Context: an optimization exercise on an open-source flow, tuned for small area. The choices shown serve that exercise and are no tape-out recipe.
The RTL was checked by simulation tests, not by an equivalence proof against the original design.
Power figures rest on the tool's default switching activity, not on a simulated workload.

<file path="flow/config.mk">
export PLATFORM = sky130hd
export DESIGN_NAME = invaders_top
export DESIGN_NICKNAME = invaders_top
export VERILOG_FILES = /design/flow/design.v
export SDC_FILE = /design/flow/constraint.sdc
export NUM_CORES = 4
export LEC_CHECK = 0
export CAP_MARGIN = 0
export CORE_MARGIN = 2
export CORE_UTILIZATION = 75
export CTS_BUF_LIST = sky130_fd_sc_hd__clkbuf_8
export CTS_CLUSTER_SIZE = 40
export SLEW_MARGIN = 0
</file>
<file path="flow/constraint.sdc">
create_clock -name core_clock -period 8.0 [get_ports {clk}]
set_input_delay 1.6000 -clock core_clock [delete_from_list [all_inputs] [get_ports {clk}]]
set_output_delay 1.6000 -clock core_clock [all_outputs]
set_load 0.01 [all_outputs]
</file>
<file path="flow/design.v">
`timescale 1ns/1ps
`default_nettype none
module invaders_top #(
    parameter int ALIEN_COLS = 6,
    parameter int ALIEN_ROWS = 3
) (
    input  wire logic        clk,
    input  wire logic        reset,
    input  wire logic        frame_tick,
    input  wire logic        fire,
    input  wire logic        left,
    input  wire logic        right,
    input  wire logic        wb_cyc,
    input  wire logic        wb_stb,
    input  wire logic        wb_we,
    input  wire logic [2:0]  wb_adr,
    input  wire logic [31:0] wb_dat_w,
    output logic [31:0]      wb_dat_r,
    output logic             wb_ack
);
    function automatic logic [9:0] add10(input logic [9:0] a, input logic [9:0] b);
        logic c;
        c = 1'b0;
        for (int i = 0; i < 10; i++) begin
            add10[i] = a[i] ^ b[i] ^ c;
            c = (a[i] & b[i]) | (a[i] & c) | (b[i] & c);
        end
    endfunction
    logic        run;
    logic        restart;
    logic [17:0] dat_r;
    logic [8:0]  nfx;           
    logic [6:0]  nfy;           
    logic        dir_right;
    logic [2:0]  count;
    logic [17:0] dead;
    logic [17:0] alive;
    assign alive = ~dead;
    logic [2:0]  kq;            
    logic [1:0]  km;            
    logic [2:0]  hq;            
    logic [1:0]  hm;            
    logic [9:0]  ship_x;
    logic [5:0]  explode_timer;
    logic        rocket_active;
    logic [9:0]  rx6;           
    logic [7:0]  ryh;           
    logic [15:0] lfsr;
    logic        laser_active;
    logic [8:0]  nlx;           
    logic [8:0]  nly;           
    logic [2:0]  scan_col;
    logic [1:0]  scan_row;
    logic        game_over;
    logic        game_win;
    logic [1:0]  lives;
    logic req;
    logic step;
    assign req  = wb_cyc && wb_stb && !wb_ack;
    assign step = frame_tick && run && !game_over && !game_win;
    logic [2:0] sel_q;
    logic [1:0] sel_m;
    logic [7:0] sel_score;
    assign sel_q = wb_adr[0] ? hq : kq;
    assign sel_m = wb_adr[0] ? hm : km;
    always_comb begin
        case ({sel_q, sel_m})
            5'd0:    sel_score = 8'd0;
            5'd1:    sel_score = 8'd10;
            5'd2:    sel_score = 8'd20;
            5'd4:    sel_score = 8'd30;
            5'd5:    sel_score = 8'd40;
            5'd6:    sel_score = 8'd50;
            5'd8:    sel_score = 8'd60;
            5'd9:    sel_score = 8'd70;
            5'd10:   sel_score = 8'd80;
            5'd12:   sel_score = 8'd90;
            5'd13:   sel_score = 8'd100;
            5'd14:   sel_score = 8'd110;
            5'd16:   sel_score = 8'd120;
            5'd17:   sel_score = 8'd130;
            5'd18:   sel_score = 8'd140;
            5'd20:   sel_score = 8'd150;
            5'd21:   sel_score = 8'd160;
            5'd22:   sel_score = 8'd170;
            5'd24:   sel_score = 8'd180;
            default: sel_score = 8'd0;
        endcase
    end
    logic [17:0] read_data;
    always_comb begin
        case (wb_adr)
            3'd0:    read_data = {17'b0, run};
            3'd1:    read_data = {14'b0, game_over, game_win, lives};
            3'd2,
            3'd3:    read_data = {10'b0, sel_score};
            3'd4:    read_data = {8'b0, ship_x};
            3'd5:    read_data = alive;
            default: read_data = '0;
        endcase
    end
    always_ff @(posedge clk or posedge reset) begin
        if (reset) begin
            run     <= 1'b0;
            wb_ack  <= 1'b0;
            restart <= 1'b0;
        end else begin
            wb_ack  <= req;
            restart <= 1'b0;
            if (req && wb_we && wb_adr == 3'd0) begin
                run     <= wb_dat_w[0];
                restart <= wb_dat_w[1];
            end
        end
    end
    always_ff @(posedge clk) begin
        dat_r <= read_data;
    end
    assign wb_dat_r = {14'b0, dat_r};
    logic [5:0] col_live;
    logic [2:0] row_live;
    always_comb begin
        for (int c = 0; c < 6; c++)
            col_live[c] = alive[c] | alive[6 + c] | alive[12 + c];
        for (int r = 0; r < 3; r++)
            row_live[r] = |alive[r*6 +: 6];
    end
    logic fleet_gone;
    assign fleet_gone = kq[2] & kq[1];    
    logic hit_right;
    logic hit_left;
    always_comb begin
        if (col_live[5])      hit_right = (nfx == 9'd350);
        else if (col_live[4]) hit_right = (nfx == 9'd320);
        else if (col_live[3]) hit_right = (nfx == 9'd290);
        else if (col_live[2]) hit_right = (nfx == 9'd260);
        else if (col_live[1]) hit_right = (nfx == 9'd230);
        else                  hit_right = (nfx == 9'd200);
        if (col_live[0])      hit_left = (nfx == 9'd0);
        else if (col_live[1]) hit_left = (nfx == 9'd30);
        else if (col_live[2]) hit_left = (nfx == 9'd60);
        else if (col_live[3]) hit_left = (nfx == 9'd90);
        else if (col_live[4]) hit_left = (nfx == 9'd120);
        else                  hit_left = (nfx == 9'd150);
    end
    logic hit_edge;
    assign hit_edge = dir_right ? hit_right : hit_left;
    logic bottom_reached;
    assign bottom_reached = !fleet_gone &&
        (row_live[2] ? (nfy <= 7'd57) :
         row_live[1] ? (nfy <= 7'd46) : (nfy <= 7'd35));
    logic [9:0] nfy_drop;
    logic [9:0] nfx_move;
    assign nfy_drop = add10({3'b0, nfy}, 10'd123);
    assign nfx_move = add10({1'b0, nfx}, {1'b0, {8{dir_right}}, 1'b1});
    logic [9:0] kq_inc;
    logic [9:0] count_inc;
    assign kq_inc    = add10({7'b0, kq}, 10'd1);
    assign count_inc = add10({7'b0, count}, 10'd1);
    logic score_gt;
    logic [4:0] cur_k;
    logic [4:0] high_k;
    assign cur_k  = {kq, km};
    assign high_k = {hq, hm};
    always_comb begin
        logic eq;
        score_gt = 1'b0;
        eq       = 1'b1;
        for (int i = 4; i >= 0; i--) begin
            score_gt = score_gt | (eq & cur_k[i] & ~high_k[i]);
            eq       = eq & (cur_k[i] == high_k[i]);
        end
    end
    logic [9:0] ship_move;
    logic [9:0] ship_x_p10;
    logic [9:0] explode_dec;
    logic [9:0] ryh_dec;
    logic [9:0] nly_dec;
    assign ship_move   = add10(ship_x, {{9{!right}}, 1'b1});
    assign ship_x_p10  = add10(ship_x, 10'd10);
    assign explode_dec = add10({4'b0, explode_timer}, 10'd63);
    assign ryh_dec     = add10({2'b0, ryh}, 10'd255);
    assign nly_dec     = add10({1'b0, nly}, 10'd511);
    logic move;
    always_comb begin
        move = 1'b0;
        for (int i = 0; i < 8; i++)
            if (count == 3'(i)) move = ({1'b0, kq} >= 4'(7 - i));
    end
    logic [9:0] hdx;    
    logic [7:0] hdy;    
    logic [9:0] hdx_s;
    logic [9:0] hdy_s;
    assign hdx_s = add10({1'b0, rx6[9:1]}, {1'b0, nfx});
    assign hdy_s = add10({3'b0, ryh[7:1]}, {3'b0, nfy});
    assign hdx = {hdx_s[8:0], rx6[0]};
    assign hdy = {hdy_s[6:0], ryh[0]};
    logic [5:0] col_hit;
    logic [2:0] row_hit;
    always_comb begin
        for (int c = 0; c < 6; c++)
            col_hit[c] = (hdx >= 10'(60 * c)) && (hdx <= 10'(60 * c + 21));
    end
    assign row_hit[0] = (hdy <= 8'd8);
    assign row_hit[1] = (hdy >= 8'd22) && (hdy <= 8'd30);
    assign row_hit[2] = (hdy >= 8'd45) && (hdy <= 8'd53);
    logic [17:0] hit_vec;
    always_comb begin
        for (int r = 0; r < 3; r++)
            for (int c = 0; c < 6; c++)
                hit_vec[r*6 + c] = alive[r*6 + c] & col_hit[c] & row_hit[r];
    end
    logic kill;
    assign kill = step && rocket_active && (|hit_vec);
    logic can_shoot;
    always_comb begin
        case (scan_row)
            2'd0: can_shoot = alive[scan_col] & ~alive[6 + scan_col] & ~alive[12 + scan_col];
            2'd1: can_shoot = alive[6 + scan_col] & ~alive[12 + scan_col];
            2'd2: can_shoot = alive[12 + scan_col];
            default: can_shoot = 1'b0;
        endcase
    end
    logic [8:0] col_off;
    logic [6:0] row_off;
    always_comb begin
        case (scan_col)
            3'd0:    col_off = 9'd507;
            3'd1:    col_off = 9'd477;
            3'd2:    col_off = 9'd447;
            3'd3:    col_off = 9'd417;
            3'd4:    col_off = 9'd387;
            default: col_off = 9'd357;
        endcase
        case (scan_row)
            2'd0:    row_off = 7'd123;    
            2'd1:    row_off = 7'd112;    
            default: row_off = 7'd101;    
        endcase
    end
    logic [8:0] shoot_nlx;
    logic [8:0] shoot_nly;
    logic [9:0] shoot_nlx_s;
    logic [9:0] shoot_nly_s;
    assign shoot_nlx_s = add10({1'b0, nfx}, {1'b0, col_off});
    assign shoot_nly_s = add10({3'b0, nfy}, {3'b0, row_off});
    assign shoot_nlx = shoot_nlx_s[8:0];
    assign shoot_nly = {shoot_nly_s[6:0],
                        (scan_row == 2'd0) ? 2'b10 : (scan_row == 2'd1) ? 2'b01 : 2'b00};
    logic [9:0] ldx;    
    logic [9:0] ldx_s;
    assign ldx_s = add10({1'b0, ship_x[9:1]}, {1'b0, nlx});
    assign ldx = {ldx_s[8:0], ship_x[0]};
    logic overlap;
    assign overlap = (ldx == 10'd0 || ldx >= 10'd1003) && (nly >= 9'd43) && (nly <= 9'd74);
    logic ship_hit;
    assign ship_hit = step && laser_active && overlap;
    always_ff @(posedge clk or posedge reset) begin
        if (reset) begin
            nfx       <= 9'd487;
            nfy       <= 7'd116;
            dir_right <= 1'b1;
            count     <= '0;
            dead      <= '0;
            kq        <= '0;
            km        <= '0;
        end else if (restart) begin
            nfx       <= 9'd487;
            nfy       <= 7'd116;
            dir_right <= 1'b1;
            count     <= '0;
            dead      <= '0;
            kq        <= '0;
            km        <= '0;
        end else if (step) begin
            if (rocket_active) dead <= dead | hit_vec;
            if (kill) begin
                if (km == 2'd2) begin
                    km <= 2'd0;
                    kq <= kq_inc[2:0];
                end else begin
                    km <= {km[0], ~km[0]};
                end
            end
            if (move) begin
                count <= '0;
                if (hit_edge) begin
                    dir_right <= !dir_right;
                    nfy       <= nfy_drop[6:0];
                end else begin
                    nfx <= nfx_move[8:0];
                end
            end else begin
                count <= count_inc[2:0];
            end
        end
    end
    always_ff @(posedge clk or posedge reset) begin
        if (reset) begin
            hq <= '0;
            hm <= '0;
        end else if (score_gt) begin
            hq <= kq;
            hm <= km;
        end
    end
    always_ff @(posedge clk or posedge reset) begin
        if (reset) begin
            game_over <= 1'b0;
            game_win  <= 1'b0;
            lives     <= 2'd3;
        end else if (restart) begin
            game_over <= 1'b0;
            game_win  <= 1'b0;
            lives     <= 2'd3;
        end else begin
            if (ship_hit && lives != 2'd0) lives <= lives - 2'd1;
            if (lives == 2'd0 || bottom_reached) game_over <= 1'b1;
            if (fleet_gone) game_win <= 1'b1;
        end
    end
    always_ff @(posedge clk or posedge reset) begin
        if (reset) begin
            ship_x        <= 10'd320;
            explode_timer <= '0;
            rocket_active <= 1'b0;
        end else if (restart) begin
            ship_x        <= 10'd320;
            explode_timer <= '0;
            rocket_active <= 1'b0;
        end else if (step) begin
            if (right) begin
                if (ship_x < 10'd623) ship_x <= ship_move;
            end else if (left && ship_x > 10'd1) begin
                ship_x <= ship_move;
            end
            if (ship_hit) begin
                explode_timer <= 6'd35;
            end else if (explode_timer != '0) begin
                explode_timer <= explode_dec[5:0];
            end
            if (kill) begin
                rocket_active <= 1'b0;
            end else if (rocket_active) begin
                if (ryh == 8'd0) rocket_active <= 1'b0;
            end else if (fire && explode_timer == '0) begin
                rocket_active <= 1'b1;
            end
        end
    end
    always_ff @(posedge clk) begin
        if (step) begin
            if (rocket_active) begin
                ryh <= ryh_dec[7:0];
            end else begin
                rx6 <= ship_x_p10;
                ryh <= 8'd218;
            end
        end
    end
    always_ff @(posedge clk or posedge reset) begin
        if (reset) begin
            lfsr <= 16'hACE1;
        end else if (restart) begin
            lfsr <= 16'hACE1;
        end else begin
            lfsr <= {lfsr[14:0], lfsr[15] ^ lfsr[13] ^ lfsr[12] ^ lfsr[10]};
        end
    end
    always_ff @(posedge clk or posedge reset) begin
        if (reset) begin
            laser_active <= 1'b0;
            scan_col     <= '0;
            scan_row     <= '0;
        end else if (restart) begin
            laser_active <= 1'b0;
            scan_col     <= '0;
            scan_row     <= '0;
        end else if (step) begin
            if (ship_hit) begin
                laser_active <= 1'b0;
            end else if (laser_active) begin
                if (nly <= 9'd35) laser_active <= 1'b0;
            end else begin
                if (can_shoot && lfsr[0]) laser_active <= 1'b1;
                if (scan_col == 3'd5) begin
                    scan_col <= '0;
                    scan_row <= (scan_row == 2'd2) ? 2'd0 : scan_row + 2'd1;
                end else begin
                    scan_col <= scan_col + 3'd1;
                end
            end
        end
    end
    always_ff @(posedge clk) begin
        if (step) begin
            if (laser_active) begin
                nly <= nly_dec[8:0];
            end else begin
                nlx <= shoot_nlx;
                nly <= shoot_nly;
            end
        end
    end
endmodule
`default_nettype wire
</file>
<file path="flow/flow/run.sh">
#!/bin/bash
set -euo pipefail
HERE=$PWD
rm -rf "$HERE/scripts_mod"
cp -r "$FLOW_HOME/scripts" "$HERE/scripts_mod"
cp "$HERE/flow/abc.script" "$HERE/scripts_mod/abc_speed.script"
bash standard.sh SCRIPTS_DIR="$HERE/scripts_mod" \
    ADDER_MAP_FILE= \
    BUFFER_PORTS_ARGS="-buffer_cell sky130_fd_sc_hd__buf_1" \
    finish > "$HERE/flow_standard.log" 2>&1
</file>
<file path="flow/flow/abc.script">
&get -n
&st
&deepsyn -T 30
&put
dch -f
amap -F 4 -A 8
</file>
<file path="flow/standard.sh">
#!/bin/bash
# synth_recipe.tcl (not shown) runs the flow's synth.tcl, then flattens the netlist and writes it again
# the make line also repeats each setting of config.mk as NAME=value (left out here)
make -C /OpenROAD-flow-scripts/flow DESIGN_CONFIG=/design/flow/config.mk WORK_HOME=/design/flow/orfs CLKGATE_MAP_FILE= SYNTH_SCRIPT=/design/flow/synth_recipe.tcl "${@:-finish}"
</file>
==> flow_summary.yaml, run 1 <==
cts:
  cts_tree: "yes"
  htree_levels: 4
  root_buffer: "clkbuf_8"
  cts_hold_buf: 0
  clk_path_buf_depth: 2
  clock_latency_ns: 0.46
  cts_resized: 0
  cts_buffers: 17
  clock-sinks: 147
  cts_setup_buffers: 0
  cts.clk_slew.worst_paths_ns: 0.08
sta:
  skew_ns: 0.01749
  grt_setup_unrepaired: "false"
  period_minus_slack_ns: 4.876
  tightest_slew_ns: 0.9962
  max_freq_mhz: 205.1
  setup-violations-final: 0
  fin_ws_ns: 3.124
  finalHoldViolations: 0
  slew_headroom: 0.3359
  fin_crit_sh: 0.6095
  setup_tns_ns: 0
  slew_violations: 0
logic_synthesis:
  yosys_warnings: 1
  synth_area_leaders: "dfrtp_1 22%, edfxtp_1 13%, dfstp_2 7.8%, nor2_1 7.4%, clkinv_1 6.8%"
  synth_edf_count: 35
  synth_top_area_frac: 0.2180
  syn_area_per_cell_um2: 8.198
  synthFlopType: "dfrtp_1"
  syn_area_mm2: 0.008034
  ys_seq_elements: 147
  postSynthCellCount: 980
  yosysSeqAreaShare: 0.4722
  synth.distinct_cells: 48
  ys_async_sr_fraction: 0.6395
  synth_top_area_cell: "dfrtp_1"
global_route:
  grt_pass1_vias: 7337
  grt_usage: 0.3955
  globalRouteOverflowTotal: 0
  grt_pass1_wl_um: 35360
  grt_max_degree: 81
  antenna_found_initial: 0
critical_path:
  cp-start-kind: "flip-flop"
  end_kind: "flip-flop"
  cp.required_ns: 8.34
  path_class: "reg2reg"
  r2r_slack_ns: 3.12
  arrival_ns: 5.21
  path_max_fanout: 8
power:
  pwr-share-clk: 0.176
  internal-power_uw: 1642
  switching_share: 0.4378
  p_per_area_mw_per_mm2: 337.5
  p_seq_frac: 0.422
  switchingPower_uw: 1279
  power_uw: 2922
  combPwrFrac: 0.402
  peakVddDrop_v: 0.0002053
  power_leakage_uw: 0.003161
floorplanning:
  core_mm2: 0.01037
  fp.dieH_um: 107.5
  dieArea_mm2: 0.01156
  initial_core_util: 0.7747
  pin_count: 77
  placementRows: 37
  die_w_um: 107.5
place:
  placed_cells: 1152
  dp_slack_ns: 3.319
  hpwl_um: 15720
  globalplace.congestion: 1.016
  io_buffers: 32
finish:
  diodes: 0
  drive_above_1_share: 0.05821
  final_common_cell: "nor2_1"
  nets: 1079
  final_cell_mix: "159 x nor2_1, 144 x clkinv_1, 97 x o21ai_0, 76 x a21oi_1, 75 x nand2_1"
  stdcell_count: 1184
  area_growth_syn_to_layout_pct: 7.756
routing:
  drtIter0Drc: 1250
  wl_per_cell_um: 18.46
  viasPerCell: 6.687
  routed_wl_um: 21860
  antenna_left: 0
  remaining_drc_errors: 0
  drtPass1Iterations: 8
  via_count: 7917
hold_path:
  hp-class: "reg2reg"
flow_run:
  cap_violations: 0
outcome:
  outcome: "no timing/DRC/antenna violations"
flip-flops by register name, indices dropped and copies added, names as in the netlist, 2 cells and up:
name	count
ship_x	10
nfy	7
hq	3
hm	2
explode_timer	6
scan_col	3
nlx	9
scan_row	2
count	3
rx6	9
kq	3
lives	2
lfsr	16
dat_r	18
dead	18
km	2
nfx	9
nly	9
ryh	8
cells by family after synthesis:
kind of cell / Yosys count / share of synthesized area
other: 1 / 0.0004668
buffers and inverters: 159 / 0.08083
AND/OR/NAND/NOR: 321 / 0.1710
flip-flops: 147 / 0.4722
AO/OA/AOI/OAI: 352 / 0.2755
final timing paths:
kind                            startpoint      endpoint  depth (start not counted)
worst max-delay path                nfx[2]         kq[2]                         23
worst min-delay path                wb_ack        wb_ack                          1
worst max register to register      nfx[2]         kq[2]                         23
worst min register to register      wb_ack        wb_ack                          1
max in group asynchronous            reset  laser_active                          3
min in group asynchronous            reset     ship_x[1]                          2
cell usage after synthesis, types with 3 or more instances:
| cell type | n |
|---|---|
| a222oi_1 | 6 |
| nor2b_1 | 10 |
| a311oi_1 | 3 |
| or3_1 | 8 |
| nor4_1 | 3 |
| a21o_1 | 4 |
| a31oi_1 | 14 |
| nand4b_1 | 3 |
| a221oi_1 | 4 |
| o311ai_0 | 3 |
| edfxtp_1 | 35 |
| o21a_1 | 4 |
| o211ai_1 | 12 |
| dfstp_2 | 24 |
| nor2_1 | 159 |
| o22ai_1 | 60 |
| a211oi_1 | 11 |
| dfxtp_1 | 18 |
| a21oi_1 | 76 |
| nand4_1 | 4 |
| o32ai_1 | 5 |
| o22a_1 | 3 |
| or2_0 | 8 |
| o21ai_0 | 97 |
| clkinv_1 | 145 |
| buf_4 | 14 |
| o2111a_1 | 3 |
| a2111oi_0 | 3 |
| dfrtp_1 | 70 |
| a22oi_1 | 15 |
| nor3_1 | 29 |
| nand3_1 | 18 |
| o221ai_1 | 14 |
| nand2_1 | 75 |
layer usage:
metal	global-route usage	up-vias	share of wire
met5	0	-	0
met2	0.6527	500	0.48
met3	0.07446	130	0.099
li1	-	3667	-
met1	0.5004	3620	0.38
met4	0.1978	0	0.044
per-stage QoR:
step,utilization,hold slack [ns],cell area (um^2)
floorplan,-,0.4172,8083
global placement,0.8018,0.4193,8314
detailed placement,0.8018,0.4248,8314
CTS,0.8348,0.4341,8657
global route,0.8348,0.4629,8657
finish,0.8348,0.4337,8657
area by class of cell:
cell class / count / area (um^2)
clock buffers: 20 / 275.3
clock inverters: 12 / 67.56
fillers: 686 / 1713
inverters: 145 / 546.8
multi-input cells: 687 / 3645
flip-flops and latches: 147 / 3795
well taps: 136 / 170.2
repair buffers: 37 / 157.7
critical path, stage by stage, from the launching register on:
cell and delay (ns):
dfstp_2 0.63, clkinv_1 0.26, a22oi_1 0.29, nand2_1 0.10, o21ai_0 0.12, nor2_1 0.10
nor2_1 0.12, nor2_1 0.07, nor2_1 0.16, o21ai_0 0.25, nand2_1 0.19, or3_1 0.13
o21ai_0 0.09, o21ai_0 0.71, o22a_1 0.26, o2111ai_1 0.12, nor3_1 0.45, nor2_1 0.15
nand2_1 0.12, nor2_1 0.06, nand2_1 0.09, nor2_1 0.07, o21ai_0 0.15, a21oi_1 0.06
power groups by stage:
stage / Sequential [uW] / Combinational (uW) / Clock, uW
floorplan: 1170 / 868 / 0
global placement: 1220 / 1080 / 0
detailed placement: 1230 / 1120 / 0
CTS: 1220 / 1140 / 515
global route: 1250 / 1300 / 543
finish: 1230 / 1180 / 513
==> run 2, diff against run 1 <==
--- a/flow/flow/run.sh
+++ b/flow/flow/run.sh
@@ -8,2 +8,3 @@
     ADDER_MAP_FILE= \
+    SKIP_REPAIR_TIE_FANOUT=1 \
     BUFFER_PORTS_ARGS="-buffer_cell sky130_fd_sc_hd__buf_1" \
==> run 2 against run 1 <==
Net effect: still clean on timing, DRC and antenna; maximum frequency shrank 5.0%; via count grew 3.2%; design area shrank 0.19%; synthesized cell count is the same; first-iteration DRC count grew 19%; non-clock buffer count shrank 1; largest power group unchanged; highest routed layer unchanged.
==> flow_summary.yaml, run 2 <==
outcome:
  outcome: "no timing/DRC/antenna violations"
sta:
  grt_setup_unrepaired: "false"
  hold-worst-slack_ns: 0.4477
  tightest_slew_ns: 1.117
  max_freq_mhz: 194.7
  period_minus_slack_ns: 5.135
  fin_crit_sh: 0.6419
  skew_ns: 0.01095
  setup-violations-final: 0
  setup_tns_ns: 0
  slew_headroom: 0.2556
  finalHoldViolations: 0
  slew_violations: 0
critical_path:
  critPathSlowestCell: "dfstp_2"
  path_max_fanout: 6
  path_class: "reg2reg"
  end_kind: "flip-flop"
  arrival_ns: 5.54
  crit_buf_inv: 1
  critical_path.max_stage_delay_ns: 0.61
  cp-start-kind: "flip-flop"
  cp.required_ns: 8.40
  cp.depth: 27
  rr_worst_depth: 27
  crit_family: "simple AND/OR/NAND/NOR gates"
  crit_top_cell: "nor2_1"
logic_synthesis:
  synth_top_area_frac: 0.2180
  synth_compound_area_frac: 0.2755
  synth_edf_count: 35
  yosysSeqAreaShare: 0.4722
  synthFlopType: "dfrtp_1"
  synthXorXnorAreaFrac: 0
  postSynthCellCount: 980
  synth_mux_area_frac: 0
  ys_seq_elements: 147
  syn_area_per_cell_um2: 8.198
  synth_area_leaders: "dfrtp_1 22%, edfxtp_1 13%, dfstp_2 7.8%, nor2_1 7.4%, clkinv_1 6.8%"
  synth.most_common_cell: "nor2_1"
  synth-adder-area-share: 0
  ys_async_sr_fraction: 0.6395
  synth_common_cells: "159 x nor2_1, 145 x clkinv_1, 97 x o21ai_0"
  syn_area_mm2: 0.008034
  synth_simple_gate_area_frac: 0.1710
  yosys_warnings: 1
  synth_top_family_by_area: "compound AO/OA/AOI/OAI gates"
  synth.distinct_cells: 48
  synth_top_area_cell: "dfrtp_1"
global_route:
  grt_pass1_vias: 7711
  grt_usage: 0.4378
  globalRouteOverflowTotal: 0
  antenna_found_initial: 0
  grt_max_degree: 87
  grt_pass1_wl_um: 38700
finish:
  nets: 1065
  largestRegisters: "dat_r x18, dead x18, lfsr x16"
  num-fill-cells: 598
  final_common_cell: "nor2_1"
  diodes: 0
  drive_above_1_share: 0.05803
  area_growth_syn_to_layout_pct: 7.553
  final_cell_mix: "159 x nor2_1, 145 x clkinv_1, 97 x o21ai_0, 76 x a21oi_1, 75 x nand2_1"
floorplanning:
  pin_count: 77
  fp.dieH_um: 107.5
  initial_core_util: 0.7747
  die_w_um: 107.5
  dieArea_mm2: 0.01156
  core_mm2: 0.01037
  placementRows: 37
cts:
  clock_latency_ns: 0.48
  cts_hold_buf: 0
  cts.clk_slew.worst_paths_ns: 0.08
  clock-sinks: 147
  clk_path_buf_depth: 2
  root_buffer: "clkbuf_8"
  cts_buffers: 17
  htree_levels: 4
  cts_resized: 0
  cts_setup_buffers: 0
  cts_tree: "yes"
hold_path:
  hold_depth: 1
  hp-class: "reg2reg"
routing:
  viasPerCell: 6.984
  via_count: 8171
  routed_wl_um: 23990
  wl_per_cell_um: 20.51
  antenna_left: 0
  remaining_drc_errors: 0
  drtIter0Drc: 1489
  drtPass1Iterations: 9
power:
  p_per_area_mw_per_mm2: 350.3
  power_leakage_uw: 0.003121
  peakVddDrop_v: 0.0003009
place:
  io_buffers: 32
  globalplace.congestion: 0.9992
  hpwl_um: 16770
flow_run:
  cap_violations: 0
==> run 2: report_power, final <==
| group | switching [uW] | internal, uW |
|---|---|---|
| clock network | 294 | 283 |
| logic | 814 | 392 |
| registers | 227 | 1020 |
==> run 2: cell families (layout without fill, tap and decap cells) <==
family	after synthesis	count (layout)
compound gates	352	352
simple gates	321	321
buf+inv	159	213
flops	147	147
other cells	1	1
==> run 2: stage by stage <==
step | cell area [um^2] | power, uW | setup WS (ns) | utilization | std cells
after global routing | 8641 | 3187 | 2.461 | 0.8333 | 1170
after detailed placement | 8257 | 2383 | 3.275 | 0.7962 | 1138
after global placement | 8257 | 2290 | 3.566 | 0.7962 | 1138
after CTS | 8641 | 2963 | 3.136 | 0.8333 | 1170
final | 8641 | 3027 | 2.865 | 0.8333 | 1170
after floorplan | 8034 | 2037 | 2.728 | - | 980
==> run 2: path summary, 6_finish.rpt <==
path / from / end / slack (ns)
max: nfx[1] / kq[2] / 2.87
min: dead[10] / dat_r[10] / 0.45
max reg2reg: nfx[1] / kq[2] / 2.87
min reg2reg: dead[10] / dat_r[10] / 0.45
max in group asynchronous: reset / restart / 5.64
min in group asynchronous: reset / laser_active / 0.97
==> run 2: layout make-up <==
class                      instances  area (um^2)  share of cell area
multi-input combinational        674         3596              0.4162
sequential                       147         3795              0.4392
inverter                         145        545.5             0.06313
timing repair buffer              36        150.1             0.01738
clock inverter                    14        136.4             0.01578
tap                              136        170.2             0.01969
clock buffer                      18        247.7             0.02867
==> run 2: routing by layer <==
layer / vias up / routed length [um] / track usage / part of all wire
met5: - / 0 / 0 / 0
met4: 0 / 1125 / 0.2024 / 0.047
met3: 125 / 2702 / 0.1059 / 0.11
met2: 653 / 11580 / 0.7224 / 0.48
met1: 3744 / 8586 / 0.5459 / 0.36
li1: 3649 / - / - / -

-- what the ideal ports hide --
The results above use ideal ports. As a check the final layouts listed here were re-extracted and re-timed, cells and wires unchanged. Step 1, drivers: a clkbuf_16 drives clk and a buf_2 each remaining input, both assumed. Step 2 moves the port delays by t, midway between the first and last clock arrival at a register: inputs arrive t later, outputs are due t later. That takes back most of the time a late clock gives input paths. Slacks: ideal ports / drivers / drivers and shift; pairs: ideal ports / drivers.
| run | shift t [ns] | setup slack, ns | clock arrival spread, ns |
|---|---|---|---|
| run 1 | 0.493 | 3.124 / 3.124 / 3.124 | 0.018 / 0.018 |
| run 2 | 0.514 | 2.865 / 2.865 / 2.865 | 0.011 / 0.012 |
After both steps setup and hold are still met in every run listed.
